This is an optimization exercise on Yosys and OpenROAD, whose aim is a short achievable clock period and few clock cycles, not a production implementation. Function was not checked in any run shown here: the RTL went through the layout flow alone. No activity file was given, so power comes from the tool's default toggle rates.

<file path="flow/design.v">
package cpu_pkg;
    localparam int data_w     = 8;     
    localparam int reg_addr_w = 2;     
    localparam int opcode_w   = 4;
    localparam int mem_depth  = 256;   
    localparam logic [opcode_w-1:0] op_nop = 4'd0;
    localparam logic [opcode_w-1:0] op_mov = 4'd1;    
    localparam logic [opcode_w-1:0] op_add = 4'd2;    
    localparam logic [opcode_w-1:0] op_sub = 4'd3;    
    localparam logic [opcode_w-1:0] op_and = 4'd4;    
    localparam logic [opcode_w-1:0] op_or  = 4'd5;    
    localparam logic [opcode_w-1:0] op_out = 4'd7;    
    localparam logic [opcode_w-1:0] op_in  = 4'd8;    
    localparam logic [opcode_w-1:0] op_jz  = 4'd9;    
    localparam logic [opcode_w-1:0] op_jmp = 4'd10;   
    localparam logic [opcode_w-1:0] op_ldm = 4'd11;   
    localparam logic [opcode_w-1:0] op_ldd = 4'd12;   
    localparam logic [opcode_w-1:0] op_std = 4'd13;   
    localparam logic [1:0] wb_sel_alu = 2'd0;
    localparam logic [1:0] wb_sel_mem = 2'd1;
    localparam logic [1:0] fwd_none  = 2'd0;
    localparam logic [1:0] fwd_exmem = 2'd1;
    localparam logic [1:0] fwd_memwb = 2'd2;
    typedef struct packed {
        logic [opcode_w-1:0]   opcode;
        logic [reg_addr_w-1:0] ra;
        logic [reg_addr_w-1:0] rb;
    } instr_fields_t;
    typedef union packed {
        instr_fields_t     fields;
        logic [data_w-1:0] imm;
    } instr_word_t;
endpackage
module mux64x32 (
    input  logic [63:0][31:0] d,
    input  logic [5:0]        s,
    output logic [31:0]       y
);
    logic [31:0] n [127];
    for (genvar k = 0; k < 64; k++) begin : g_leaf
        assign n[63 + k] = d[k];
    end
    for (genvar i = 0; i < 63; i++) begin : g_node
        assign n[i] = s[5 - ($clog2(i + 2) - 1)] ? n[2 * i + 2] : n[2 * i + 1];
    end
    assign y = n[0];
endmodule
module mux256x8 (
    input  logic [255:0][7:0] d,
    input  logic [7:0]        s,
    output logic [7:0]        y
);
    logic [7:0] n [511];
    for (genvar k = 0; k < 256; k++) begin : g_leaf
        assign n[255 + k] = d[k];
    end
    for (genvar i = 0; i < 255; i++) begin : g_node
        assign n[i] = s[7 - ($clog2(i + 2) - 1)] ? n[2 * i + 2] : n[2 * i + 1];
    end
    assign y = n[0];
endmodule
module win4 #(
    parameter int off = 0
) (
    input  logic [255:0][7:0] m,
    input  logic [7:0]        a,
    output logic [3:0][7:0]   y,        
    output logic [7:0][7:0]   b8        
);
    logic [7:0]      hs, ls;
    logic [63:0]     sel;
    logic [31:0]     wl, wh;
    logic [7:0][7:0] b;
    always_comb begin
        hs = 8'd1 << a[7:5];
        ls = 8'd1 << a[4:2];
        for (int k = 0; k < 64; k++) sel[k] = hs[k / 8] & ls[k % 8];
        wl = '0;
        wh = '0;
        for (int k = 0; k < 64; k++) begin
            wl = wl | ({32{sel[k]}} & {m[4*((k+off)%64)+3], m[4*((k+off)%64)+2],
                                       m[4*((k+off)%64)+1], m[4*((k+off)%64)]});
            wh = wh | ({32{sel[k]}} & {m[4*((k+off+1)%64)+3], m[4*((k+off+1)%64)+2],
                                       m[4*((k+off+1)%64)+1], m[4*((k+off+1)%64)]});
        end
    end
    assign b  = {wh, wl};
    assign b8 = b;
    for (genvar j = 0; j < 4; j++) begin : g_rot
        assign y[j] = a[1] ? (a[0] ? b[j + 3] : b[j + 2])
                           : (a[0] ? b[j + 1] : b[j]);
    end
endmodule
module rd8 (
    input  logic [255:0][7:0] m,
    input  logic [7:0]        a,
    output logic [7:0]        y
);
    logic [15:0]  hs, ls;
    always_comb begin
        hs = 16'd1 << a[7:4];
        ls = 16'd1 << a[3:0];
        y  = '0;
        for (int k = 0; k < 256; k++) y = y | ({8{hs[k / 16] & ls[k % 16]}} & m[k]);
    end
endmodule
import cpu_pkg::*;
module cpu_core (
    input  logic              clk,
    input  logic              rst_n,
    input  logic              load_en,
    input  logic [data_w-1:0] load_addr,
    input  logic [data_w-1:0] load_data,
    input  logic [data_w-1:0] in_port,
    output logic              in_rd,
    output logic [data_w-1:0] out_port,
    output logic              out_valid
);
    function automatic logic f_l(input logic [7:0] c);    
        f_l = c[7:4] == op_ldm;
    endfunction
    function automatic logic f_br(input logic [7:0] c);
        f_br = c[7:4] == op_jz || c[7:4] == op_jmp;
    endfunction
    function automatic logic f_alu(input logic [7:0] c);
        f_alu = c[7:4] == op_add || c[7:4] == op_sub || c[7:4] == op_and || c[7:4] == op_or;
    endfunction
    function automatic logic f_wr(input logic [7:0] c);   
        f_wr = c[7:4] == op_mov || f_alu(c) || c[7:4] == op_in || c[7:4] == op_ldd;
    endfunction
    function automatic logic f_rda(input logic [7:0] c);
        f_rda = f_alu(c) || c[7:4] == op_std;
    endfunction
    function automatic logic f_rdb(input logic [7:0] c);
        f_rdb = c[7:4] == op_mov || f_alu(c) || c[7:4] == op_out || f_br(c) ||
                c[7:4] == op_ldd || c[7:4] == op_std;
    endfunction
    function automatic logic f_conf(input logic [7:0] x, input logic [7:0] y,
                                    input logic ov, input logic [1:0] ovr);
        logic hit;
        hit = f_wr(x) && !(ov && ovr == x[3:2]);
        f_conf = (hit && f_rda(y) && y[3:2] == x[3:2]) ||
                 (hit && f_rdb(y) && y[1:0] == x[3:2]) ||
                 (y[7:4] == op_jz && f_alu(x)) ||
                 (x[7:4] == op_std && (y[7:4] == op_std || y[7:4] == op_ldd)) ||
                 (x[7:4] == op_ldd && y[7:4] == op_ldd) ||
                 (x[7:4] == op_in  && y[7:4] == op_in) ||
                 (x[7:4] == op_out && y[7:4] == op_out);
    endfunction
    logic [255:0][7:0] mem;
    logic [3:0][7:0]   r;
    logic [7:0]        pc;
    logic [7:0]        w0, w1, w2, w3;
    logic              redir;    
    logic              z;
    logic [7:0]        out_q;
    logic [3:0][7:0] sq, tt;
    logic [7:0]      md, ta;
    logic [7:0][7:0] sqb;
    win4 #(.off(1)) u_sq (.m(mem), .a(pc), .y(sq), .b8(sqb));   
    win4 #(.off(0)) u_t  (.m(mem), .a(ta), .y(tt), .b8());
    rd8 u_md (.m(mem), .a(r[ldrb]), .y(md));
    logic [7:0] c0, c1, c2;        
    logic [7:0] i0, i1, i2;        
    logic       l0, l1, l2;
    logic       fits2, ok2;
    logic       inc0, inc1, inc2;
    assign c0 = w0;
    assign l0 = f_l(c0);
    assign i0 = w1;
    assign c1 = l0 ? w2 : w1;
    assign i1 = l0 ? w3 : w2;
    assign l1 = f_l(c1);
    assign c2 = (!l0 && !l1) ? w2 : w3;
    assign i2 = w3;
    assign l2 = f_l(c2);
    assign fits2 = !(l0 && l1) && ((!l0 && !l1) || !l2);
    always_comb begin
        if (!l0 && !l1)     ok2 = l2;                               
        else if (!l0 && l1) ok2 = !f_conf(c0, c2, 1'b1, c1[3:2]);   
        else                ok2 = !f_conf(c1, c2, 1'b0, 2'd0);      
    end
    assign inc0 = !redir;
    assign inc1 = inc0 && !f_br(c0) && !(!l0 && !l1 && f_conf(c0, c1, 1'b0, 2'd0));
    assign inc2 = inc1 && fits2 && !f_br(c1) && ok2 && c2[7:4] != op_in;
    logic [7:0] a0v, b0v, a1v, b1v, a2v, b2v;
    assign a0v = r[c0[3:2]];
    assign b0v = r[c0[1:0]];
    assign a1v = (l0 && c0[3:2] == c1[3:2]) ? w1 : r[c1[3:2]];
    assign b1v = (l0 && c0[3:2] == c1[1:0]) ? w1 : r[c1[1:0]];
    assign a2v = (l1 && c1[3:2] == c2[3:2]) ? w2 :
                 (l0 && c0[3:2] == c2[3:2]) ? w1 : r[c2[3:2]];
    assign b2v = (l1 && c1[3:2] == c2[1:0]) ? w2 :
                 (l0 && c0[3:2] == c2[1:0]) ? w1 : r[c2[1:0]];
    logic fb1_t1, fb2_t1, fb2_t2, fb1, fb2;
    assign fb1_t1 = l0 && c0[3:2] == c1[1:0];
    assign fb2_t2 = l1 && c1[3:2] == c2[1:0];
    assign fb2_t1 = !fb2_t2 && l0 && c0[3:2] == c2[1:0];
    assign fb1    = fb1_t1;              
    assign fb2    = fb2_t1 || fb2_t2;
    assign ta     = (redir || l0) ? w1 : w2;
    logic [1:0] ldrb;
    assign ldrb = (c0[7:4] == op_ldd) ? c0[1:0] : (c1[7:4] == op_ldd) ? c1[1:0] : c2[1:0];
    logic [1:0] ls0, ls1, ls2;
    assign ls0 = 2'b10;
    assign ls1 = fb1 ? 2'b01 : 2'b10;
    assign ls2 = fb2 ? 2'b01 : 2'b10;
    logic [1:0][7:0] lsrc;
    assign lsrc = {md, tt[0]};
    function automatic logic [7:0] f_alu_res(input logic [7:0] c, input logic [7:0] a,
                                             input logic [7:0] b);
        case (c[5:4])
            2'd2:    f_alu_res = a + b;    
            2'd3:    f_alu_res = a - b;    
            2'd0:    f_alu_res = a & b;    
            default: f_alu_res = a | b;    
        endcase
    endfunction
    logic [7:0] alu0, alu1, alu2;
    assign alu0 = f_alu_res(c0, a0v, b0v);
    assign alu1 = f_alu_res(c1, a1v, b1v);
    assign alu2 = f_alu_res(c2, a2v, b2v);
    logic we0, we1, we2;
    assign we0 = inc0 && (l0 || f_wr(c0));
    assign we1 = inc1 && (l1 || f_wr(c1));
    assign we2 = inc2 && (l2 || f_wr(c2));
    logic [3:0][7:0] r_n;
    always_comb begin
        for (int k = 0; k < 4; k++) begin
            logic f0, f1, f2;        
            logic [1:0] sl;
            f2 = we2 && c2[3:2] == 2'(k);
            f1 = we1 && c1[3:2] == 2'(k) && !f2;
            f0 = we0 && c0[3:2] == 2'(k) && !f1 && !f2;
            sl = ({2{f0 && c0[7:4] == op_ldd}} & ls0) |
                 ({2{f1 && c1[7:4] == op_ldd}} & ls1) |
                 ({2{f2 && c2[7:4] == op_ldd}} & ls2);
            r_n[k] = ({8{!f0 && !f1 && !f2}} & r[k]) |
                     ({8{f0 && l0}} & i0) | ({8{f1 && l1}} & i1) | ({8{f2 && l2}} & i2) |
                     ({8{(f0 && c0[7:4] == op_in) || (f1 && c1[7:4] == op_in)}} & in_port) |
                     ({8{f0 && c0[7:4] == op_mov}} & b0v) |
                     ({8{f1 && c1[7:4] == op_mov}} & b1v) |
                     ({8{f2 && c2[7:4] == op_mov}} & b2v) |
                     ({8{f0 && f_alu(c0)}} & alu0) |
                     ({8{f1 && f_alu(c1)}} & alu1) |
                     ({8{f2 && f_alu(c2)}} & alu2);
            for (int s = 0; s < 2; s++) r_n[k] = r_n[k] | ({8{sl[s]}} & lsrc[s]);
        end
    end
    logic z_n;
    always_comb begin
        z_n = z;
        if (inc0 && f_alu(c0)) z_n = alu0 == 8'd0;
        if (inc1 && f_alu(c1)) z_n = alu1 == 8'd0;
        if (inc2 && f_alu(c2)) z_n = alu2 == 8'd0;
    end
    logic st0, st1, st2, st_en, sp0, sp1;
    logic [7:0] sa, sd;
    assign sp0   = c0[7:4] == op_std;
    assign sp1   = c1[7:4] == op_std;
    assign st0   = inc0 && sp0;
    assign st1   = inc1 && sp1;
    assign st2   = inc2 && c2[7:4] == op_std;
    assign st_en = st0 || st1 || st2;
    assign sa    = sp0 ? b0v : sp1 ? b1v : b2v;
    assign sd    = sp0 ? a0v : sp1 ? a1v : a2v;
    logic o0, o1, o2;
    assign o0 = inc0 && c0[7:4] == op_out;
    assign o1 = inc1 && c1[7:4] == op_out;
    assign o2 = inc2 && c2[7:4] == op_out;
    logic       ov_en, ov_q;
    logic [7:0] ov;
    assign ov_en = o0 || o1 || o2;
    assign ov    = o0 ? b0v : o1 ? b1v : b2v;
    assign out_valid = ov_q;
    assign out_port  = out_q;
    assign in_rd = !redir && (w0[7:4] == op_in ||
                              (!l0 && !f_br(w0) && w1[7:4] == op_in) ||
                              (l0 && w2[7:4] == op_in));
    function automatic logic f_tk(input logic [7:0] c, input logic zf);
        f_tk = c[7:4] == op_jmp || (c[7:4] == op_jz && zf);
    endfunction
    logic tk0, tk1, tk2, use_t, use_rg;
    logic [7:0] rtgt;
    assign tk0 = inc0 && !inc1 && f_tk(c0, z);
    assign tk1 = inc1 && !inc2 && f_tk(c1, z);
    assign tk2 = inc2 && f_tk(c2, z);
    assign use_t  = (tk1 && fb1) || (tk2 && fb2);
    assign use_rg = (tk0 || tk1 || tk2) && !use_t;
    assign rtgt   = tk0 ? b0v : tk1 ? b1v : b2v;
    logic [4:1] ln;
    logic [2:0] len;
    always_comb begin
        ln = '0;
        case ({l0, inc1, l1, inc2, l2})
            5'b00000, 5'b00001, 5'b00010, 5'b00011,
            5'b00100, 5'b00101, 5'b00110, 5'b00111: ln[1] = 1'b1;   
            5'b10000, 5'b10001, 5'b10010, 5'b10011,
            5'b10100, 5'b10101, 5'b10110, 5'b10111: ln[2] = 1'b1;   
            5'b01000, 5'b01001:                     ln[2] = 1'b1;   
            5'b01010:                               ln[3] = 1'b1;   
            5'b01011:                               ln[4] = 1'b1;   
            5'b01100, 5'b01101:                     ln[3] = 1'b1;   
            5'b01110:                               ln[4] = 1'b1;   
            5'b11000, 5'b11001:                     ln[3] = 1'b1;   
            5'b11010:                               ln[4] = 1'b1;   
            default:                                ln[4] = 1'b1;   
        endcase
        len = ln[1] ? 3'd1 : ln[2] ? 3'd2 : ln[3] ? 3'd3 : 3'd4;
    end
    logic [3:0][7:0]  wn;
    logic [7:0]       pc_n, dq, dt;
    logic             redir_n, s_t, s_sq;
    logic [3:0]       pcd;
    logic [7:0][7:0]  sqf;
    assign s_t  = redir || use_t;
    assign s_sq = !s_t;
    assign pcd  = 4'(1) << pc[1:0];
    assign dq   = sa - {pc[7:2], 2'b00} - 8'd4;
    assign dt   = sa - ta;
    assign redir_n = !redir && use_rg;
    assign pc_n = s_t ? ta : pc + 8'(len);
    always_comb begin
        for (int q = 0; q < 8; q++)
            sqf[q] = (st_en && dq == 8'(q)) ? sd : sqb[q];
    end
    logic [3:0][7:0] wcur;
    assign wcur = {w3, w2, w1, w0};
    always_comb begin
        for (int j = 0; j < 4; j++) begin
            logic ft;
            ft = st_en && dt == 8'(j);
            wn[j] = ({8{s_t && ft}} & sd) | ({8{s_t && !ft}} & tt[j]);
            for (int m = 1; m <= 4; m++) begin
                if (j + m < 4)
                    wn[j] = wn[j] | ({8{s_sq && ln[m]}} & wcur[j + m]);
            end
            for (int q = 0; q < 7; q++) begin
                logic hit;
                hit = 1'b0;
                for (int m = 1; m <= 4; m++) begin
                    if (j + m >= 4 && q - (j + m - 4) >= 0 && q - (j + m - 4) < 4)
                        hit = hit | (ln[m] & pcd[q - (j + m - 4)]);
                end
                wn[j] = wn[j] | ({8{s_sq && hit}} & sqf[q]);
            end
        end
        if (use_rg && !redir) wn[1] = rtgt;
    end
    always_ff @(posedge clk or negedge rst_n) begin
        if (!rst_n) begin
            redir <= 1'b1;
            pc    <= '0;
            w1    <= '0;
            r     <= '0;
            z     <= 1'b0;
            out_q <= '0;
            ov_q  <= 1'b0;
        end else begin
            ov_q  <= ov_en;
            redir <= redir_n;
            pc    <= pc_n;
            w1    <= wn[1];
            r     <= r_n;
            z     <= z_n;
            if (ov_en) out_q <= ov;
        end
    end
    always_ff @(posedge clk) begin
        w0 <= wn[0];
        w2 <= wn[2];
        w3 <= wn[3];
    end
    for (genvar k = 0; k < 256; k++) begin : g_mem
        always_ff @(posedge clk) begin
            if (load_en) begin
                if (load_addr == 8'(k)) mem[k] <= load_data;
            end else if (st_en && sa == 8'(k)) begin
                mem[k] <= sd;
            end
        end
    end
endmodule
</file>
<file path="flow/run.sh">
#!/bin/bash
# synth_recipe.tcl (not shown) runs the flow's synth.tcl, then flattens the netlist and writes it again
# the make line also repeats each setting of config.mk as NAME=value (left out here)
make -C /OpenROAD-flow-scripts/flow DESIGN_CONFIG=/design/flow/config.mk WORK_HOME=/design/flow/orfs CLKGATE_MAP_FILE= SYNTH_SCRIPT=/design/flow/synth_recipe.tcl finish
</file>
<file path="flow/config.mk">
export PLATFORM = sky130hd
export DESIGN_NAME = cpu_core
export DESIGN_NICKNAME = cpu_core
export VERILOG_FILES = /design/flow/design.v
export SDC_FILE = /design/flow/constraint.sdc
export NUM_CORES = 4
export LEC_CHECK = 0
export CAP_MARGIN = 20
export CORE_MARGIN = 2
export CORE_UTILIZATION = 55
export SETUP_SLACK_MARGIN = 2.5
export SLEW_MARGIN = 20
export TNS_END_PERCENT = 100
</file>
<file path="flow/constraint.sdc">
create_clock -name core_clock -period 6.5 [get_ports {clk}]
set_input_delay 1.3000 -clock core_clock [delete_from_list [all_inputs] [get_ports {clk}]]
set_output_delay 1.3000 -clock core_clock [all_outputs]
set_load 0.01 [all_outputs]
</file>
==> flow_summary_export.csv, run 1 <==
group,metric,value,unit
run_status,status,"aborted with a tool error",
run_status,lastStage,"global routing",
run_status,first-error,"[ERROR GRT-0116] Global routing finished with congestion. Check the congestion regions in the DRC Viewer.",
synth,ys.flop_type,"edfxtp_1",
global_routing,grt_max_degree,114,
clocking,clock-sinks,2131,
global_routing,grt_overflow,43000,
synth,syn-instance-count,13000,
synth,syn_area_per_cell,10.5,um^2
synth,ys_types,114,
synth,synth-simple-area-share,11.2,%
placed_design,dp_hpwl,1040,mm
synth,ys_ff_latch,2131,
placed_design,portBuffers,36,
placed_design,gp_congestion,2.03,
synth,synth_top_family_by_area,"compound AO/OA/AOI/OAI gates",
synth,syn-cell-area,137000,um^2
synth,async_reset_ff_share,2.77,%
clocking,root_buffer,"clkbuf_16",
global_routing,grt_pass1_vias,198000,
synth,ys.warnings.count,4,
floorplanning,placementRows,183,
floorplanning,die_w,503,um
synth,synth_edf_count,2048,
synth,synth_nets,13100,
clocking,holdBufCountCts,0,
floorplanning,die_h,503,um
synth,synth_seq_area_share,46.3,%
floorplanning,ioPinCount,37,
global_routing,grt_use_total,118,%
placed_design,pre_cts_slack,-0.135,ns
synth,synth_adder_area_share,0.582,%
synth,synth_xor_area_share,0.364,%
clocking,clockBufferDepth,3,
floorplanning,start_util,55.2,%
clocking,numCtsBuffers,217,
placed_design,placed_area,154000,um^2
synth,synth_compound_area_share,35.8,%
clocking,htreeDepth,4,
synth,muxShareOfSynthArea,1.57,%
global_routing,grt_pass1_wl,2020,mm
-- metrics by stage --
stage / std cells / power [uW]
after detailed placement: 16700 / 82900
after floorplan: 13000 / 46000
after global placement: 16700 / 82400
after CTS: 17200 / 97600
-- power by group through the flow --
stage	clock network [uW]	logic (uW)	registers [uW]
2_1_floorplan	0	27400	18500
3_3_place_gp	0	63600	18700
3_5_place_dp	0	64100	18700
4_1_cts	12900	66300	18500
-- Yosys cell counts (all sizes together), types with 65 or more instances --
library cell	instances	area, um^2
nor2	510	1920
a22oi	1311	9850
edfxtp	2048	61500
a21oi	285	1430
a22o	1450	12700
mux2i	107	1090
nor4	212	1360
inv	85	319
nor3	127	646
or2	82	513
buf	365	1490
and3	82	513
nand4	605	3780
nand2	472	1770
o22ai	472	2950
a222oi	121	1210
or4	102	769
clkbuf	1072	4020
nand3	391	1960
a211oi	132	996
nand2b	65	407
a221oi	1444	12700
o21ai	354	1780
a32oi	167	1460
-- how the worst max path moves through the flow --
| stage | from | endpoint | slack, ns | depth (start not counted) |
|---|---|---|---|---|
| after global placement | w0[6]$_DFF_P_ | r[23]$_DFF_PN0_ | -0.49 | 19 |
| after floorplan | w0[7]$_DFF_P_ | mem[1004]$_DFFE_PP_ | 0.52 | 17 |
| after CTS | w0[6]$_DFF_P_ | r[5]$_DFF_PN0_ | 0.71 | 21 |
| after detailed placement | w1[6]$_DFF_PN0_ | w1[4]$_DFF_PN0_ | -0.13 | 27 |
-- cells by family after synthesis --
group / after synthesis
compound gates: 6212
simple gates: 2877
mux: 172
buf+inv: 1525
xor+xnor: 57
fa+ha+maj: 62
flops: 2131
-- per-layer routing --
layer | GRT overflow | track usage [%]
met1 | 10600 | 113
met2 | 21800 | 140
met3 | 4583 | 103
met4 | 5385 | 114
met5 | 623 | 95.3
-- what timing repair did --
item,4_1_cts
resized for setup,228
pin swaps,56
setup buffers,64
setup endpoints to repair,4180
gates cloned,5
==> run 2: changes to the inputs <==
--- a/flow/design.v
+++ b/flow/design.v
@@ -183,4 +183,10 @@
     assign inc0 = !redir;
-    assign inc1 = inc0 && !f_br(c0) && !(!l0 && !l1 && f_conf(c0, c1, 1'b0, 2'd0));
-    assign inc2 = inc1 && fits2 && !f_br(c1) && ok2 && c2[7:4] != op_in;
+    assign inc1 = inc0 && c0[7:4] != op_jmp && !(f_br(c0) && f_br(c1)) &&
+                  !(!l0 && !l1 && f_conf(c0, c1, 1'b0, 2'd0));
+    assign inc2 = inc1 && fits2 && c1[7:4] != op_jmp && ok2 && c2[7:4] != op_in &&
+                  !(f_br(c2) && (f_br(c0) || f_br(c1)));
+    logic e0, e1, e2;
+    assign e0 = inc0;
+    assign e1 = inc1 && !(c0[7:4] == op_jz && z);
+    assign e2 = inc2 && !((c0[7:4] == op_jz || c1[7:4] == op_jz) && z);
     logic [7:0] a0v, b0v, a1v, b1v, a2v, b2v;
@@ -223,5 +229,5 @@
     logic we0, we1, we2;
-    assign we0 = inc0 && (l0 || f_wr(c0));
-    assign we1 = inc1 && (l1 || f_wr(c1));
-    assign we2 = inc2 && (l2 || f_wr(c2));
+    assign we0 = e0 && (l0 || f_wr(c0));
+    assign we1 = e1 && (l1 || f_wr(c1));
+    assign we2 = e2 && (l2 || f_wr(c2));
     logic [3:0][7:0] r_n;
@@ -252,5 +258,5 @@
         z_n = z;
-        if (inc0 && f_alu(c0)) z_n = alu0 == 8'd0;
-        if (inc1 && f_alu(c1)) z_n = alu1 == 8'd0;
-        if (inc2 && f_alu(c2)) z_n = alu2 == 8'd0;
+        if (e0 && f_alu(c0)) z_n = alu0 == 8'd0;
+        if (e1 && f_alu(c1)) z_n = alu1 == 8'd0;
+        if (e2 && f_alu(c2)) z_n = alu2 == 8'd0;
     end
@@ -260,12 +266,47 @@
     assign sp1   = c1[7:4] == op_std;
-    assign st0   = inc0 && sp0;
-    assign st1   = inc1 && sp1;
-    assign st2   = inc2 && c2[7:4] == op_std;
+    assign st0   = e0 && sp0;
+    assign st1   = e1 && sp1;
+    assign st2   = e2 && c2[7:4] == op_std;
     assign st_en = st0 || st1 || st2;
     assign sa    = sp0 ? b0v : sp1 ? b1v : b2v;
+    logic [5:0]  ss;
+    logic [15:0] sah, sal;
+    always_comb begin
+        logic [1:0] rb;
+        ss = '0;
+        if (sp0) begin
+            rb = c0[1:0];
+            ss[rb] = 1'b1;
+        end else if (sp1) begin
+            rb = c1[1:0];
+            if (l0 && c0[3:2] == rb) ss[4] = 1'b1;
+            else                     ss[rb] = 1'b1;
+        end else begin
+            rb = c2[1:0];
+            if (l1 && c1[3:2] == rb)      ss[5] = 1'b1;
+            else if (l0 && c0[3:2] == rb) ss[4] = 1'b1;
+            else                          ss[rb] = 1'b1;
+        end
+        sah = '0;
+        sal = '0;
+        sah = sah | ({16{ss[0]}} & (16'd1 << r[0][7:4]));
+        sal = sal | ({16{ss[0]}} & (16'd1 << r[0][3:0]));
+        sah = sah | ({16{ss[1]}} & (16'd1 << r[1][7:4]));
+        sal = sal | ({16{ss[1]}} & (16'd1 << r[1][3:0]));
+        sah = sah | ({16{ss[2]}} & (16'd1 << r[2][7:4]));
+        sal = sal | ({16{ss[2]}} & (16'd1 << r[2][3:0]));
+        sah = sah | ({16{ss[3]}} & (16'd1 << r[3][7:4]));
+        sal = sal | ({16{ss[3]}} & (16'd1 << r[3][3:0]));
+        sah = sah | ({16{ss[4]}} & (16'd1 << w1[7:4])) | ({16{ss[5]}} & (16'd1 << w2[7:4]));
+        sal = sal | ({16{ss[4]}} & (16'd1 << w1[3:0])) | ({16{ss[5]}} & (16'd1 << w2[3:0]));
+    end
+    function automatic logic f_hit(input logic [15:0] h, input logic [15:0] l,
+                                   input logic [7:0] a);
+        f_hit = h[a[7:4]] && l[a[3:0]];
+    endfunction
     assign sd    = sp0 ? a0v : sp1 ? a1v : a2v;
     logic o0, o1, o2;
-    assign o0 = inc0 && c0[7:4] == op_out;
-    assign o1 = inc1 && c1[7:4] == op_out;
-    assign o2 = inc2 && c2[7:4] == op_out;
+    assign o0 = e0 && c0[7:4] == op_out;
+    assign o1 = e1 && c1[7:4] == op_out;
+    assign o2 = e2 && c2[7:4] == op_out;
     logic       ov_en, ov_q;
@@ -277,3 +318,4 @@
     assign in_rd = !redir && (w0[7:4] == op_in ||
-                              (!l0 && !f_br(w0) && w1[7:4] == op_in) ||
+                              (!l0 && w0[7:4] != op_jmp && !(w0[7:4] == op_jz && z) &&
+                               w1[7:4] == op_in) ||
                               (l0 && w2[7:4] == op_in));
@@ -284,4 +326,4 @@
     logic [7:0] rtgt;
-    assign tk0 = inc0 && !inc1 && f_tk(c0, z);
-    assign tk1 = inc1 && !inc2 && f_tk(c1, z);
+    assign tk0 = inc0 && f_tk(c0, z);
+    assign tk1 = inc1 && f_tk(c1, z);
     assign tk2 = inc2 && f_tk(c2, z);
@@ -311,3 +353,3 @@
     logic [3:0][7:0]  wn;
-    logic [7:0]       pc_n, dq, dt;
+    logic [7:0]       pc_n;
     logic             redir_n, s_t, s_sq;
@@ -318,4 +360,2 @@
     assign pcd  = 4'(1) << pc[1:0];
-    assign dq   = sa - {pc[7:2], 2'b00} - 8'd4;
-    assign dt   = sa - ta;
     assign redir_n = !redir && use_rg;
@@ -324,3 +364,3 @@
         for (int q = 0; q < 8; q++)
-            sqf[q] = (st_en && dq == 8'(q)) ? sd : sqb[q];
+            sqf[q] = (st_en && f_hit(sah, sal, {pc[7:2], 2'b00} + 8'd4 + 8'(q))) ? sd : sqb[q];
     end
@@ -331,3 +371,3 @@
             logic ft;
-            ft = st_en && dt == 8'(j);
+            ft = st_en && f_hit(sah, sal, ta + 8'(j));
             wn[j] = ({8{s_t && ft}} & sd) | ({8{s_t && !ft}} & tt[j]);
@@ -377,3 +417,3 @@
                 if (load_addr == 8'(k)) mem[k] <= load_data;
-            end else if (st_en && sa == 8'(k)) begin
+            end else if (st_en && sah[k / 16] && sal[k % 16]) begin
                 mem[k] <= sd;
==> run 2 against run 1 <==
- the flow again stops in global routing
- synthesized cell count shrank 0.12%
- synthesized area rose by 0.72%
==> flow_summary_export.csv, run 2 <==
group,metric,value,unit
run_status,status,"aborted with a tool error",
floorplanning,die_h,505,um
placed_design,pre_cts_slack,-0.598,ns
run_status,lastStage,"global routing",
synth,ys_types,115,
floorplanning,die_w,505,um
global_routing,grt_pass1_vias,198000,
floorplanning,ioPinCount,37,
synth,synth_top_area_share,44.5,%
placed_design,dp_hpwl,1040,mm
clocking,htreeDepth,4,
global_routing,grt_use_total,118,%
synth,ys.flop_type,"edfxtp_1",
placed_design,placed_area,152000,um^2
clocking,holdBufCountCts,0,
synth,yosys-top-cells-count,"edfxtp_1 (2048), a22oi_1 (1659), a22o_1 (1344)",
placed_design,portBuffers,36,
synth,async_reset_ff_share,2.77,%
clocking,root_buffer,"clkbuf_16",
synth,ys.warnings.count,4,
clocking,numCtsBuffers,208,
synth,synth_area_leaders,"edfxtp_1 (45%), a22oi_1 (9.0%), a22o_1 (8.5%)",
placed_design,gp_congestion,2.40,
run_status,first-error,"[ERROR GRT-0116] Global routing finished with congestion. Check the congestion regions in the DRC Viewer.",
global_routing,grt_overflow,41400,
clocking,clockBufferDepth,3,
synth,ys_ff_latch,2131,
synth,synth_seq_area_share,45.9,%
synth,syn_area_per_cell,10.6,um^2
synth,synth.most_common_cell,"edfxtp_1",
global_routing,grt_max_degree,177,
synth,synth_edf_count,2048,
clocking,clock-sinks,2131,
floorplanning,placementRows,184,
floorplanning,start_util,55.1,%
synth,syn-cell-area,138000,um^2
synth,synth_nets,13100,
synth,syn-instance-count,13000,
synth,yosys.area.top_type,"edfxtp_1",
global_routing,grt_pass1_wl,2040,mm
[run 2: cells by family after synthesis]
| kind of cell | after synthesis | synth area share, % |
|---|---|---|
| xor gates and xnor gates | 86 | 0.545 |
| buffers and inverters | 1418 | 4.08 |
| AOI/OAI and AO/OA | 6044 | 34.7 |
| adders and majority gates | 75 | 0.675 |
| and+or+nand+nor | 2867 | 10.6 |
| muxes | 400 | 3.44 |
| DFF | 2131 | 45.9 |
[run 2: routing by layer]
layer	GRT overflow	GRT usage (%)
met1	11000	114
met3	5112	106
met5	862	103
met4	4542	110
met2	19900	136
[run 2: worst max path at each step]
stage / start / to / slack [ns] / cells past startpoint
2_1_floorplan: w1[5]$_DFF_PN0_ / mem[1005]$_DFFE_PP_ / 0.60 / 15
3_3_place_gp: w0[6]$_DFF_P_ / r[10]$_DFF_PN0_ / -0.57 / 17
3_5_place_dp: w0[6]$_DFF_P_ / r[17]$_DFF_PN0_ / -0.60 / 15
4_1_cts: w0[7]$_DFF_P_ / r[17]$_DFF_PN0_ / 0.95 / 19
[run 2: what timing repair did]
item                                     CTS
setup buffers                            254
endpoints found under the setup margin  4180
pin swaps                                 95
cloned                                    26
resized for setup                        488
[run 2: power by group through the flow]
| stage | clock (uW) | sequential [uW] | combinational, uW |
|---|---|---|---|
| after floorplan | 0 | 17900 | 21100 |
| after global placement | 0 | 18300 | 42200 |
| after detailed placement | 0 | 18300 | 42700 |
| after CTS | 12900 | 18000 | 46000 |
[run 2: metrics by stage]
stage               hold slack (ns)  setup TNS (ns)  util [%]  total power, uW  instances
floorplan                     0.611               0         -            39000      13000
global placement              0.577           -7.31      60.6            60400      16500
detailed placement            0.588           -7.70      60.7            61000      16500
CTS                           0.539               0      65.7            76900      17100
==> run 3: changes to the inputs <==
--- a/flow/design.v
+++ b/flow/design.v
@@ -106,2 +106,37 @@
 endmodule
+module win4p (
+    input  logic [255:0][7:0] m,
+    input  logic [7:0]        hs,
+    input  logic [7:0]        ls,
+    input  logic [1:0]        rot,
+    output logic [3:0][7:0]   y
+);
+    logic [31:0]     wl, wh;
+    logic [7:0][7:0] b;
+    always_comb begin
+        wl = '0;
+        wh = '0;
+        for (int k = 0; k < 64; k++) begin
+            wl = wl | ({32{hs[k / 8] & ls[k % 8]}} & {m[4*k+3], m[4*k+2], m[4*k+1], m[4*k]});
+            wh = wh | ({32{hs[k / 8] & ls[k % 8]}} &
+                       {m[4*((k+1)%64)+3], m[4*((k+1)%64)+2], m[4*((k+1)%64)+1], m[4*((k+1)%64)]});
+        end
+    end
+    assign b = {wh, wl};
+    for (genvar j = 0; j < 4; j++) begin : g_rot
+        assign y[j] = rot[1] ? (rot[0] ? b[j + 3] : b[j + 2])
+                             : (rot[0] ? b[j + 1] : b[j]);
+    end
+endmodule
+module rd8p (
+    input  logic [255:0][7:0] m,
+    input  logic [15:0]       hs,
+    input  logic [15:0]       ls,
+    output logic [7:0]        y
+);
+    always_comb begin
+        y = '0;
+        for (int k = 0; k < 256; k++) y = y | ({8{hs[k / 16] & ls[k % 16]}} & m[k]);
+    end
+endmodule
 import cpu_pkg::*;
@@ -160,4 +195,18 @@
     win4 #(.off(1)) u_sq (.m(mem), .a(pc), .y(sq), .b8(sqb));   
-    win4 #(.off(0)) u_t  (.m(mem), .a(ta), .y(tt), .b8());
-    rd8 u_md (.m(mem), .a(r[ldrb]), .y(md));
+    logic       tsel;
+    logic [7:0] tah, tal;
+    assign tsel = redir || l0;
+    assign tah  = tsel ? (8'd1 << w1[7:5]) : (8'd1 << w2[7:5]);
+    assign tal  = tsel ? (8'd1 << w1[4:2]) : (8'd1 << w2[4:2]);
+    win4p u_t (.m(mem), .hs(tah), .ls(tal), .rot(ta[1:0]), .y(tt));
+    logic [15:0] mdh, mdl;
+    always_comb begin
+        case (ldrb)
+            2'd0:    begin mdh = 16'd1 << r[0][7:4]; mdl = 16'd1 << r[0][3:0]; end
+            2'd1:    begin mdh = 16'd1 << r[1][7:4]; mdl = 16'd1 << r[1][3:0]; end
+            2'd2:    begin mdh = 16'd1 << r[2][7:4]; mdl = 16'd1 << r[2][3:0]; end
+            default: begin mdh = 16'd1 << r[3][7:4]; mdl = 16'd1 << r[3][3:0]; end
+        endcase
+    end
+    rd8p u_md (.m(mem), .hs(mdh), .ls(mdl), .y(md));
     logic [7:0] c0, c1, c2;        
@@ -206,3 +255,3 @@
     assign fb2    = fb2_t1 || fb2_t2;
-    assign ta     = (redir || l0) ? w1 : w2;
+    assign ta     = tsel ? w1 : w2;
     logic [1:0] ldrb;
@@ -371,3 +420,3 @@
             logic ft;
-            ft = st_en && f_hit(sah, sal, ta + 8'(j));
+            ft = st_en && (tsel ? f_hit(sah, sal, w1 + 8'(j)) : f_hit(sah, sal, w2 + 8'(j)));
             wn[j] = ({8{s_t && ft}} & sd) | ({8{s_t && !ft}} & tt[j]);
--- a/flow/config.mk
+++ b/flow/config.mk
@@ -9,3 +9,3 @@
 export CORE_MARGIN = 2
-export CORE_UTILIZATION = 55
+export CORE_UTILIZATION = 40
 export SETUP_SLACK_MARGIN = 2.5
==> run 3 against run 2 <==
- the flow again stops in global routing
- synthesized cell count is 1.2% higher
- synthesized area rose by 1.6%
==> flow_summary_export.csv, run 3 <==
group,metric,value,unit
global_routing,grt_pass1_vias,216000,
clocking,numCtsBuffers,234,
synth,syn-instance-count,13200,
run_status,lastStage,"global routing",
synth,async_reset_ff_share,2.77,%
synth,yosys.area.top_type,"edfxtp_1",
floorplanning,start_util,40.2,%
synth,synth_nets,13300,
synth,ys.flop_type,"edfxtp_1",
run_status,status,"aborted with a tool error",
global_routing,grt_overflow,27600,
global_routing,grt_use_total,105,%
floorplanning,die_h,596,um
floorplanning,ioPinCount,37,
placed_design,dp_hpwl,1280,mm
clocking,holdBufCountCts,0,
clocking,htreeDepth,4,
synth,ys_types,128,
synth,synth_area_leaders,"edfxtp_1 (44%), a221oi_1 (8.7%), a22o_1 (8.3%)",
run_status,first-error,"[ERROR GRT-0116] Global routing finished with congestion. Check the congestion regions in the DRC Viewer.",
global_routing,grt_pass1_wl,2510,mm
placed_design,place.detailed.instances,18200,
clocking,clockBufferDepth,4,
synth,ys.warnings.count,4,
synth,syn-cell-area,140000,um^2
floorplanning,placementRows,217,
synth,syn_area_per_cell,10.6,um^2
synth,synth_seq_area_share,45.2,%
synth,synth_top_area_share,43.8,%
placed_design,placed_area,161000,um^2
floorplanning,die_w,596,um
clocking,root_buffer,"clkbuf_16",
synth,ys_ff_latch,2131,
synth,yosys-top-cells-count,"edfxtp_1 (2048), a221oi_1 (1401), a22o_1 (1330)",
synth,synth.most_common_cell,"edfxtp_1",
placed_design,portBuffers,36,
synth,synth_edf_count,2048,
clocking,clock-sinks,2131,
placed_design,gp_congestion,1.72,
global_routing,grt_max_degree,151,
## run 3: cell count changes after synthesis, moves of 49 or more
| cell | delta |
|---|---|
| a22oi_1 | -373 |
| a32oi_1 | +49 |
| a221oi_1 | +66 |
| clkbuf_1 | +88 |
| nor2_1 | -54 |
| mux2i_1 | -63 |
| a222oi_1 | +162 |
## run 3: worst max path at each step
stage | startpoint | to | slack (ns) | cells past startpoint
3_3_place_gp | w0[6]$_DFF_P_ | r[3]$_DFF_PN0_ | -0.78 | 19
2_1_floorplan | w2[1]$_DFF_P_ | r[23]$_DFF_PN0_ | 0.76 | 26
4_1_cts | w0[6]$_DFF_P_ | r[30]$_DFF_PN0_ | 0.40 | 17
3_5_place_dp | w0[6]$_DFF_P_ | r[25]$_DFF_PN0_ | -0.62 | 17
## run 3: metal layers
metal  GRT overflow  track usage, %
met2          14000             116
met4           5198             104
met5            405            90.9
met1           4426             101
met3           3521            98.7
## run 3: stage by stage
stage          hold slack, ns  worst slack (ns)  total power [uW]
3_5_place_dp            0.513            -0.618             76900
3_3_place_gp            0.493            -0.779             76300
4_1_cts                 0.447             0.398             94100
2_1_floorplan           0.541             0.764             42200
## run 3: what timing repair did
| item | 4_1_cts |
|---|---|
| pin swaps | 94 |
| buffers inserted | 172 |
| setup endpoints to repair | 4180 |
| gates resized for setup | 301 |
| gates cloned | 22 |
## run 3: logic make-up after synthesis
group,after synthesis,synth area share [%]
fa+ha+maj,87,0.772
buf+inv,1521,4.26
simple gates,2899,10.6
compound gates,6083,35.0
mux,360,3.50
flops,2131,45.2
xor+xnor,102,0.637
## run 3: power by group through the flow
stage	Combinational (uW)	Sequential [uW]	Clock (uW)
2_1_floorplan	24500	17600	0
3_3_place_gp	58300	18000	0
3_5_place_dp	58800	18000	0
4_1_cts	61800	17800	14500
==> run 4: changes to the inputs <==
--- a/flow/design.v
+++ b/flow/design.v
@@ -141,2 +141,23 @@
 endmodule
+module rd_eo (
+    input  logic [255:0][7:0] m,
+    input  logic [3:0]        oh,
+    input  logic [7:0]        ol,
+    input  logic [3:0]        eh,
+    input  logic [7:0]        el,
+    output logic [7:0][7:0]   y
+);
+    logic [31:0] wo, we;
+    always_comb begin
+        wo = '0;
+        we = '0;
+        for (int i = 0; i < 32; i++) begin
+            wo = wo | ({32{oh[i / 8] & ol[i % 8]}} &
+                       {m[8*i+7], m[8*i+6], m[8*i+5], m[8*i+4]});
+            we = we | ({32{eh[i / 8] & el[i % 8]}} &
+                       {m[8*i+3], m[8*i+2], m[8*i+1], m[8*i]});
+        end
+    end
+    assign y = {wo, we};
+endmodule
 import cpu_pkg::*;
@@ -194,9 +215,27 @@
     logic [7:0][7:0] sqb;
-    win4 #(.off(1)) u_sq (.m(mem), .a(pc), .y(sq), .b8(sqb));   
+    logic [7:0]      pa;
+    logic [4:0]      sqo, sqe;
+    assign pa  = pc + 8'd4;
+    assign sqo = pa[7:3];
+    assign sqe = pa[7:3] + 5'(pa[2]);
+    rd_eo u_sq (.m(mem), .oh(4'(1) << sqo[4:3]), .ol(8'(1) << sqo[2:0]),
+                .eh(4'(1) << sqe[4:3]), .el(8'(1) << sqe[2:0]), .y(sqb));
     logic       tsel;
-    logic [7:0] tah, tal;
+    logic [4:0]      te1, te2;
+    logic [3:0]      toh, teh;
+    logic [7:0]      tol, tel;
+    logic [7:0][7:0] tb;
     assign tsel = redir || l0;
-    assign tah  = tsel ? (8'd1 << w1[7:5]) : (8'd1 << w2[7:5]);
-    assign tal  = tsel ? (8'd1 << w1[4:2]) : (8'd1 << w2[4:2]);
-    win4p u_t (.m(mem), .hs(tah), .ls(tal), .rot(ta[1:0]), .y(tt));
+    assign te1  = w1[7:3] + 5'(w1[2]);
+    assign te2  = w2[7:3] + 5'(w2[2]);
+    assign toh  = tsel ? (4'd1 << w1[7:6]) : (4'd1 << w2[7:6]);
+    assign tol  = tsel ? (8'd1 << w1[5:3]) : (8'd1 << w2[5:3]);
+    assign teh  = tsel ? (4'd1 << te1[4:3]) : (4'd1 << te2[4:3]);
+    assign tel  = tsel ? (8'd1 << te1[2:0]) : (8'd1 << te2[2:0]);
+    rd_eo u_t (.m(mem), .oh(toh), .ol(tol), .eh(teh), .el(tel), .y(tb));
+    for (genvar j = 0; j < 4; j++) begin : g_tt
+        logic [2:0] bj;
+        assign bj    = ta[2:0] + 3'(j);
+        assign tt[j] = tb[bj];
+    end
     logic [15:0] mdh, mdl;
@@ -404,3 +443,3 @@
     logic             redir_n, s_t, s_sq;
-    logic [3:0]       pcd;
+    logic [7:0]       pcd;
     logic [7:0][7:0]  sqf;
@@ -408,3 +447,3 @@
     assign s_sq = !s_t;
-    assign pcd  = 4'(1) << pc[1:0];
+    assign pcd  = 8'(1) << pc[2:0];
     assign redir_n = !redir && use_rg;
@@ -413,3 +452,3 @@
         for (int q = 0; q < 8; q++)
-            sqf[q] = (st_en && f_hit(sah, sal, {pc[7:2], 2'b00} + 8'd4 + 8'(q))) ? sd : sqb[q];
+            sqf[q] = (st_en && f_hit(sah, sal, (q < 4) ? {sqe, 3'(q)} : {sqo, 3'(q)})) ? sd : sqb[q];
     end
@@ -426,3 +465,3 @@
             end
-            for (int q = 0; q < 7; q++) begin
+            for (int q = 0; q < 8; q++) begin
                 logic hit;
@@ -430,4 +469,4 @@
                 for (int m = 1; m <= 4; m++) begin
-                    if (j + m >= 4 && q - (j + m - 4) >= 0 && q - (j + m - 4) < 4)
-                        hit = hit | (ln[m] & pcd[q - (j + m - 4)]);
+                    if (j + m >= 4)
+                        hit = hit | (ln[m] & pcd[(q - m - j + 16) % 8]);
                 end
==> run 4 against run 3 <==
- synthesized cell count fell by 15%
- the flow again stops in global routing
- synthesized area down 12%
==> flow_summary_export.csv, run 4 <==
group,metric,value,unit
run_status,status,"aborted with a tool error",
run_status,lastStage,"global routing",
run_status,first-error,"[ERROR GRT-0116] Global routing finished with congestion. Check the congestion regions in the DRC Viewer.",
synth,synth_top_area_share,49.7,%
synth,synth_edf_count,2048,
clocking,htreeDepth,4,
synth,synth_nets,11400,
placed_design,dp_hpwl,1050,mm
synth,ys_types,105,
floorplanning,placementRows,204,
clocking,root_buffer,"clkbuf_16",
global_routing,grt_pass1_vias,177000,
synth,syn_area_per_cell,11.0,um^2
global_routing,grt_overflow,12800,
synth,synth_compound_area_share,27.3,%
synth,ys.flop_type,"edfxtp_1",
synth,async_reset_ff_share,2.77,%
placed_design,gp_congestion,1.73,
floorplanning,start_util,40.1,%
clocking,holdBufCountCts,0,
synth,synth_seq_area_share,51.3,%
synth,syn-instance-count,11300,
synth,synth_area_leaders,"edfxtp_1 (50%), a22oi_1 (15%), nand2_1 (2.4%)",
synth,synth_xor_area_share,0.757,%
synth,muxShareOfSynthArea,4.82,%
clocking,clock-sinks,2131,
synth,synth-simple-area-share,11.8,%
synth,yosys-top-cells-count,"a22oi_1 (2527), edfxtp_1 (2048), nand2_1 (784)",
global_routing,grt_max_degree,161,
synth,synth.most_common_cell,"a22oi_1",
clocking,clockBufferDepth,4,
floorplanning,die_h,560,um
floorplanning,die_w,560,um
synth,syn-cell-area,124000,um^2
clocking,numCtsBuffers,234,
placed_design,portBuffers,36,
floorplanning,ioPinCount,37,
global_routing,grt_pass1_wl,2080,mm
synth,synth_adder_area_share,0.920,%
global_routing,grt_use_total,97.1,%
synth,ys.warnings.count,3,
synth,yosys.area.top_type,"edfxtp_1",
synth,synth_top_family_by_area,"compound AO/OA/AOI/OAI gates",
synth,ys_ff_latch,2131,
run 4: per-layer routing:
| layer | global-route usage [%] | overflow |
|---|---|---|
| met5 | 78.7 | 192 |
| met4 | 95.8 | 2856 |
| met3 | 92.0 | 1551 |
| met2 | 105 | 6550 |
| met1 | 95.6 | 1676 |
run 4: logic make-up after synthesis:
| group | Yosys count |
|---|---|
| buf+inv | 977 |
| mux | 462 |
| fa+ha+maj | 92 |
| compound gates | 4489 |
| simple gates | 2996 |
| xor+xnor | 107 |
| flops | 2131 |
run 4: power groups by stage:
| stage | clock network (uW) | logic (uW) | registers, uW |
|---|---|---|---|
| 3_3_place_gp | 0 | 74300 | 19100 |
| 4_1_cts | 14600 | 78300 | 18800 |
| 2_1_floorplan | 0 | 30100 | 18600 |
| 3_5_place_dp | 0 | 74900 | 19100 |
run 4: timing repair:
item | 4_1_cts
gates resized for setup | 469
setup endpoints to repair | 4180
pin swaps | 112
cloned | 16
buffers inserted | 162
run 4: how the worst min path moves through the flow:
stage / end / depth (start not counted) / startpoint
2_1_floorplan: out_q[3]$_DFFE_PN0P_ / 1 / out_q[3]$_DFFE_PN0P_
3_3_place_gp: out_q[3]$_DFFE_PN0P_ / 1 / out_q[3]$_DFFE_PN0P_
3_5_place_dp: out_q[5]$_DFFE_PN0P_ / 1 / out_q[5]$_DFFE_PN0P_
4_1_cts: pc[5]$_DFF_PN0_ / 1 / rst_n
run 4: per-stage QoR:
step | power, uW | area, um^2 | std cells | setup WS (ns) | hold WS (ns)
after floorplan | 48800 | 124000 | 11300 | 0.716 | 0.546
after global placement | 93300 | 142000 | 16200 | -1.54 | 0.499
after detailed placement | 94000 | 142000 | 16200 | -1.40 | 0.504
after CTS | 112000 | 155000 | 16800 | 0.891 | 0.195
==> run 5: changes to the inputs <==
--- a/flow/config.mk
+++ b/flow/config.mk
@@ -10,2 +10,3 @@
 export CORE_UTILIZATION = 40
+export PLACE_DENSITY = 0.45
 export SETUP_SLACK_MARGIN = 2.5
==> run 5 against run 4 <==
- the flow again stops in global routing
- synthesized cell count did not move
- synthesized area did not move
==> flow_summary_export.csv, run 5 <==
group,metric,value,unit
placed_design,gp_congestion,1.72,
clocking,clockBufferDepth,4,
synth,synth_seq_area_share,51.3,%
clocking,clock-sinks,2131,
synth,synth_edf_count,2048,
floorplanning,start_util,40.1,%
synth,syn-cell-area,124000,um^2
synth,ys.flop_type,"edfxtp_1",
clocking,htreeDepth,4,
synth,ys_types,105,
global_routing,grt_pass1_vias,177000,
placed_design,dp_hpwl,1050,mm
placed_design,place.detailed.instances,16100,
synth,syn_area_per_cell,11.0,um^2
synth,async_reset_ff_share,2.77,%
clocking,numCtsBuffers,233,
synth,synth_top_area_share,49.7,%
global_routing,grt_max_degree,142,
placed_design,portBuffers,36,
global_routing,grt_overflow,11000,
synth,synth_area_leaders,"edfxtp_1 (50%), a22oi_1 (15%), nand2_1 (2.4%)",
floorplanning,ioPinCount,37,
clocking,holdBufCountCts,0,
synth,ys_ff_latch,2131,
synth,synth.most_common_cell,"a22oi_1",
synth,synth_nets,11400,
global_routing,grt_pass1_wl,2070,mm
placed_design,placed_area,141000,um^2
floorplanning,placementRows,204,
global_routing,grt_use_total,96.7,%
clocking,root_buffer,"clkbuf_16",
synth,ys.warnings.count,3,
floorplanning,die_h,560,um
synth,syn-instance-count,11300,
synth,yosys-top-cells-count,"a22oi_1 (2527), edfxtp_1 (2048), nand2_1 (784)",
synth,yosys.area.top_type,"edfxtp_1",
floorplanning,die_w,560,um
run_status,first-error,"[ERROR GRT-0116] Global routing finished with congestion. Check the congestion regions in the DRC Viewer.",
run_status,status,"aborted with a tool error",
run_status,lastStage,"global routing",
[run 5: kinds of logic after synthesis]
logic type	count (synthesis)	share of synthesized area, %
simple gates	2996	11.8
mux	462	4.82
xor+xnor	107	0.757
buf+inv	977	3.13
flops	2131	51.3
compound gates	4489	27.3
fa+ha+maj	92	0.920
[run 5: metrics by stage]
stage	setup slack [ns]	utilization, %
floorplan	0.716	-
global placement	-1.23	45.7
detailed placement	-1.02	45.8
CTS	0.740	49.7
[run 5: routing by layer]
layer,overflow,GRT usage (%)
met1,1618,96.0
met2,5116,103
met3,1661,92.5
met4,2396,93.9
met5,217,81.1
[run 5: power by group through the flow]
stage	sequential [uW]	combinational, uW	clock (uW)
global placement	19100	72500	0
detailed placement	19100	72900	0
CTS	18800	76400	14000
floorplan	18600	30100	0
[run 5: how the worst max path moves through the flow]
stage	endpoint	slack (ns)	cells past startpoint
after floorplan	mem[0]$_DFFE_PP_	0.72	17
after global placement	r[31]$_DFF_PN0_	-1.23	21
after detailed placement	r[19]$_DFF_PN0_	-1.02	17
after CTS	r[19]$_DFF_PN0_	0.74	19
[run 5: what timing repair did]
item | CTS
buffers inserted | 187
gates resized for setup | 369
pin swaps | 90
gates cloned | 14
endpoints found under the hold margin | 0
setup endpoints to repair | 4180
==> run 6: changes to the inputs <==
--- a/flow/config.mk
+++ b/flow/config.mk
@@ -9,4 +9,4 @@
 export CORE_MARGIN = 2
-export CORE_UTILIZATION = 40
-export PLACE_DENSITY = 0.45
+export CORE_UTILIZATION = 33
+export PLACE_DENSITY = 0.38
 export SETUP_SLACK_MARGIN = 2.5
==> run 6 against run 5 <==
- synthesized area stayed put
- synthesized cell count stayed put
- the run again fails in global routing
==> flow_summary_export.csv, run 6 <==
group,metric,value,unit
run_status,status,"aborted with a tool error",
run_status,lastStage,"global routing",
run_status,first-error,"[ERROR GRT-0116] Global routing finished with congestion. Check the congestion regions in the DRC Viewer.",
floorplanning,ioPinCount,37,
synth,synth-simple-area-share,11.8,%
floorplanning,die_h,616,um
synth,yosys-top-cells-count,"a22oi_1 (2527), edfxtp_1 (2048), nand2_1 (784)",
synth,synth_xor_area_share,0.757,%
synth,synth_nets,11400,
synth,synth_area_leaders,"edfxtp_1 (50%), a22oi_1 (15%), nand2_1 (2.4%)",
clocking,clock-sinks,2131,
synth,syn-instance-count,11300,
clocking,htreeDepth,4,
synth,synth_adder_area_share,0.920,%
global_routing,grt_pass1_vias,188000,
placed_design,gp_congestion,1.71,
synth,ys_ff_latch,2131,
placed_design,pre_cts_slack,-0.883,ns
placed_design,dp_hpwl,1160,mm
global_routing,grt_max_degree,137,
clocking,clockBufferDepth,4,
synth,yosys.area.top_type,"edfxtp_1",
global_routing,grt_pass1_wl,2310,mm
synth,synth_seq_area_share,51.3,%
synth,syn-cell-area,124000,um^2
synth,ys.flop_type,"edfxtp_1",
synth,synth_edf_count,2048,
synth,synth_compound_area_share,27.3,%
clocking,root_buffer,"clkbuf_16",
global_routing,grt_overflow,5741,
global_routing,grt_use_total,89.6,%
synth,synth.most_common_cell,"a22oi_1",
floorplanning,start_util,33.2,%
synth,synth_top_family_by_area,"compound AO/OA/AOI/OAI gates",
synth,ys.warnings.count,3,
floorplanning,placementRows,224,
synth,muxShareOfSynthArea,4.82,%
synth,async_reset_ff_share,2.77,%
clocking,numCtsBuffers,238,
synth,syn_area_per_cell,11.0,um^2
synth,synth_top_area_share,49.7,%
placed_design,portBuffers,36,
floorplanning,die_w,616,um
clocking,holdBufCountCts,0,
placed_design,place.detailed.instances,17100,
synth,ys_types,105,
==> run 6: cell counts after synthesis <==
No cell type changed its count.
==> run 6: stage by stage <==
| stage | power [uW] | instance area, um^2 | utilization [%] | hold WS [ns] |
|---|---|---|---|---|
| detailed placement | 99100 | 145000 | 38.8 | 0.511 |
| CTS | 117000 | 157000 | 42.2 | 0.476 |
| global placement | 99400 | 144000 | 38.6 | 0.513 |
| floorplan | 48800 | 124000 | - | 0.546 |
==> run 6: repair_timing <==
item                       in CTS
resized for setup             457
setup endpoints to repair    4180
cloned                         19
pin swaps                     113
buffers inserted              198
==> run 6: worst max path at each step <==
stage                        from                to  slack, ns  cells after the start
floorplan           w0[6]$_DFF_P_  mem[0]$_DFFE_PP_       0.72                     17
global placement    w0[5]$_DFF_P_   r[15]$_DFF_PN0_      -0.97                     22
detailed placement  w0[5]$_DFF_P_   r[15]$_DFF_PN0_      -0.88                     22
CTS                 w0[6]$_DFF_P_    r[9]$_DFF_PN0_       0.69                     18
==> run 6: cell families after synthesis <==
| kind of cell | after synthesis |
|---|---|
| adder cells (fa/ha/maj) | 92 |
| AO/OA/AOI/OAI | 4489 |
| XOR/XNOR | 107 |
| buffers and inverters | 977 |
| flip-flops | 2131 |
| multiplexers | 462 |
| AND/OR/NAND/NOR | 2996 |
==> run 6: power by group through the flow <==
stage / Combinational, uW / Sequential, uW / Clock (uW)
2_1_floorplan: 30100 / 18600 / 0
3_3_place_gp: 80400 / 19000 / 0
3_5_place_dp: 80100 / 19000 / 0
4_1_cts: 83800 / 18700 / 14500
==> run 6: routing by layer <==
metal  GRT overflow  GRT usage [%]
met5            117           71.9
met4           1520           85.1
met3            725           85.3
met2           2769           96.5
met1            610           89.9
